What follows belongs to an exercise in optimizing a design on an open flow for small area and a short achievable clock period; a production flow would make more cautious choices.
The RTL was checked by simulation tests, not by an equivalence proof against the original design.
Power is estimated from default activity; no workload was simulated.

Design instruction_fetch_stage, start of the top module:
module instruction_fetch_stage (
  input  logic        Clk,
  input  logic        Reset,
  input  logic [31:0] PCResult,
  input  logic        Stall,
  input  logic        Flush,
  input  logic        ProgWrEn,
  input  logic [6:0]  ProgAddr,
  input  logic [31:0] ProgData,
  output logic [31:0] Instruction,
  output logic [31:0] FetchPC,
  output logic [31:0] PCPlus4,
  output logic        Valid,
  output logic        Fault,
  output logic [31:0] FetchCount
);
clock: 6.0 ns
lec_check: 0
cap_margin: 20
core_margin: 2
core_utilization: 55
cts_cluster_diameter: 80
cts_cluster_size: 24
setup_slack_margin: 3.2
slew_margin: 20
synth_hierarchical: 1
synth_minimum_keep_size: 0
tns_end_percent: 5
standard.sh (not shown) runs the stock make flow with config.mk's settings and CLKGATE_MAP_FILE= SYNTH_SCRIPT=/design/flow/synth_recipe.tcl, a recipe that flattens the netlist after the stock synthesis.
==> flow/flow/run.sh <==
#!/bin/bash
# Own layout flow: the standard ORFS flow (standard.sh, synthesis
# unchanged) with one difference: the buffers that buffer_ports puts on every
# input and output port are sky130_fd_sc_hd__buf_4 instead of the cell the
# resizer picks by default (a clkdlybuf4s50_1 delay buffer). Every port still
# gets its own buffer. The full make output goes to flow_make.log here; ORFS
# keeps each tool's log under orfs/logs/.
set -euo pipefail
cd "$(dirname "$0")/.."
bash standard.sh 'BUFFER_PORTS_ARGS=-buffer_cell sky130_fd_sc_hd__buf_4' finish > flow_make.log 2>&1
Rerun with:
- SETUP_SLACK_MARGIN: 3.2 -> 2.9
What happened:
- register-to-register slack got worse by 0.07 ns
- setup slack got worse by 0.23 ns
- power is lower by 0.32%
- synthesized area stays the same
- non-clock buffer count is lower by 25
- design area is lower by 1.1%
- sequential cell count stays the same
- critical path depth is higher by 5
- worst hold slack got worse by 0.084 ns
- clock-buffer cell count is lower by 4
Rerun with:
- SETUP_SLACK_MARGIN: 2.9 -> 3.5
Register-to-register slack improves by 0.30 ns.
Die area does not change.
Global-route usage came out higher by 1.1 points.
Sequential power is about the same.
Worst hold slack gets better by 0.18 ns.
Count of clock-buffer cells in the layout rose by 11.
Clock skew barely changes.
Setup slack improves by 0.32 ns.


== yarrow ==
Starting RTL as in the previous note.
clock: 6.0 ns
lec_check: 0
cap_margin: 20
core_margin: 2
core_utilization: 55
cts_cluster_diameter: 80
cts_cluster_size: 24
setup_slack_margin: 3.4
slew_margin: 20
synth_hierarchical: 1
synth_minimum_keep_size: 0
tns_end_percent: 10
Scripts as last shown in full above: flow/flow/run.sh
yarrow: full flow OK, the timing, DRC and antenna checks passed
The following lists how violet was set up differently from yarrow:
Settings: a change of SETUP_SLACK_MARGIN from 3.4 to 2.9; a change of TNS_END_PERCENT from 10 to 5.
==> flow/run.sh (new file) <==
#!/bin/bash
# synth_recipe.tcl (not shown) runs the flow's synth.tcl, then flattens the netlist and writes it again
# the make line also repeats each setting of config.mk as NAME=value (left out here)
make -C /OpenROAD-flow-scripts/flow DESIGN_CONFIG=/design/flow/config.mk WORK_HOME=/design/flow/orfs CLKGATE_MAP_FILE= SYNTH_SCRIPT=/design/flow/synth_recipe.tcl finish
removed: flow/flow/run.sh
removed: flow/standard.sh
--- outcome ---
- Cell area | violet vs yarrow | violet smaller
- Changes observed in violet relative to yarrow: wire length of the first global-routing pass shrank by 23 mm; met3 routing resource usage after global routing shrank by 1.4 points; post-layout net count shrank by 1.4%; clock skew shrank by 0.025 ns; non-clock inverter instance count of the final layout held steady.
- Final critical-path required period in violet vs yarrow: up 0.39 ns
- Compared with yarrow, in violet number of pins with negative max-slew slack in the final report now sits at about the same level; floorplan die area stayed essentially flat; global-route usage fell by 1.2 points.
diff inputs: violet => harbor
Settings: PLACE_DENSITY newly set to 0.66; CORE_UTILIZATION changed from 55 to 60; SETUP_SLACK_MARGIN changed from 2.9 to 3.1.
==> flow/flow/run.sh (new file) <==
#!/bin/bash
# Own layout flow: the standard ORFS flow (standard.sh, synthesis
# unchanged) with one difference: the buffers that buffer_ports puts on every
# input and output port are sky130_fd_sc_hd__buf_4 instead of the cell the
# resizer picks by default (a clkdlybuf4s50_1 delay buffer). Every port still
# gets its own buffer. The full make output goes to flow_make.log here; ORFS
# keeps each tool's log under orfs/logs/.
set -euo pipefail
cd "$(dirname "$0")/.."
bash standard.sh 'BUFFER_PORTS_ARGS=-buffer_cell sky130_fd_sc_hd__buf_4' finish > flow_make.log 2>&1
==> flow/standard.sh (new file) <==
#!/bin/bash
# synth_recipe.tcl (not shown) runs the flow's synth.tcl, then flattens the netlist and writes it again
# the make line also repeats each setting of config.mk as NAME=value (left out here)
make -C /OpenROAD-flow-scripts/flow DESIGN_CONFIG=/design/flow/config.mk WORK_HOME=/design/flow/orfs CLKGATE_MAP_FILE= SYNTH_SCRIPT=/design/flow/synth_recipe.tcl "${@:-finish}"
removed: flow/run.sh
==> summary.txt <==
Run comparison: violet launching element of the worst setup path PCResult[5]; harbor launching element of the worst setup path PCResult[3]. Delta(routed length on met2, harbor - violet) < 0. Run comparison: violet worst setup path endpoint instr_q[14]; harbor worst setup path endpoint instr_q[30]. For number of clock sinks seen by CTS, harbor and violet come out practically identical. violet → harbor: total power went down, largest net degree at the start of global routing lost about 20%, share of the clock period used by the worst path after layout decreased 2.0 points, buffer count excluding the clock tree in the final layout rose about 7%, wire length of the first global-routing pass went down. harbor reports its class of the tightest hold or removal check as input port to async pin while violet reports flip-flop to flip-flop. Per the comparison of harbor with violet, sequential share of power rose 0.6 points, time the final worst path needs with I/O delays and setup went down, internal power down 0.62%.

## afterwards: timing with drivers on the ports
The results above use ideal ports. As a check the final layouts listed here were re-extracted and re-timed, cells and wires unchanged. Step 1: set_driving_cell puts a clkbuf_16 on Clk and a buf_2 on each other input, an assumption about the parent block. Step 2 times the ports against the registers' clock, not the clock port: input delays grow and output delays shrink by t, the midpoint of the rising clock arrivals with the driver on. a / b / c = ideal ports / drivers / drivers and shift; a / b = the first two.
| run | shift t [ns] | setup slack, ns | clock arrival spread, ns |
|---|---|---|---|
| the first run of note 1 | 1.050 | 2.865 / 2.752 / 1.702 | 0.048 / 0.048 |
| the second run of note 1 | 1.046 | 2.638 / 2.552 / 1.647 | 0.058 / 0.058 |
| the third run of note 1 | 1.035 | 2.961 / 2.819 / 1.784 | 0.061 / 0.061 |
| yarrow | 1.053 | 2.982 / 2.834 / 1.781 | 0.052 / 0.052 |
| violet | 1.042 | 2.589 / 2.599 / 1.592 | 0.039 / 0.039 |
| harbor | 0.985 | 2.706 / 2.567 / 1.582 | 0.048 / 0.048 |
After both steps every run listed still meets setup and hold. The setup slack of yarrow, which loses most, moves by -0.148 ns with the drivers and by -1.201 ns with both steps.
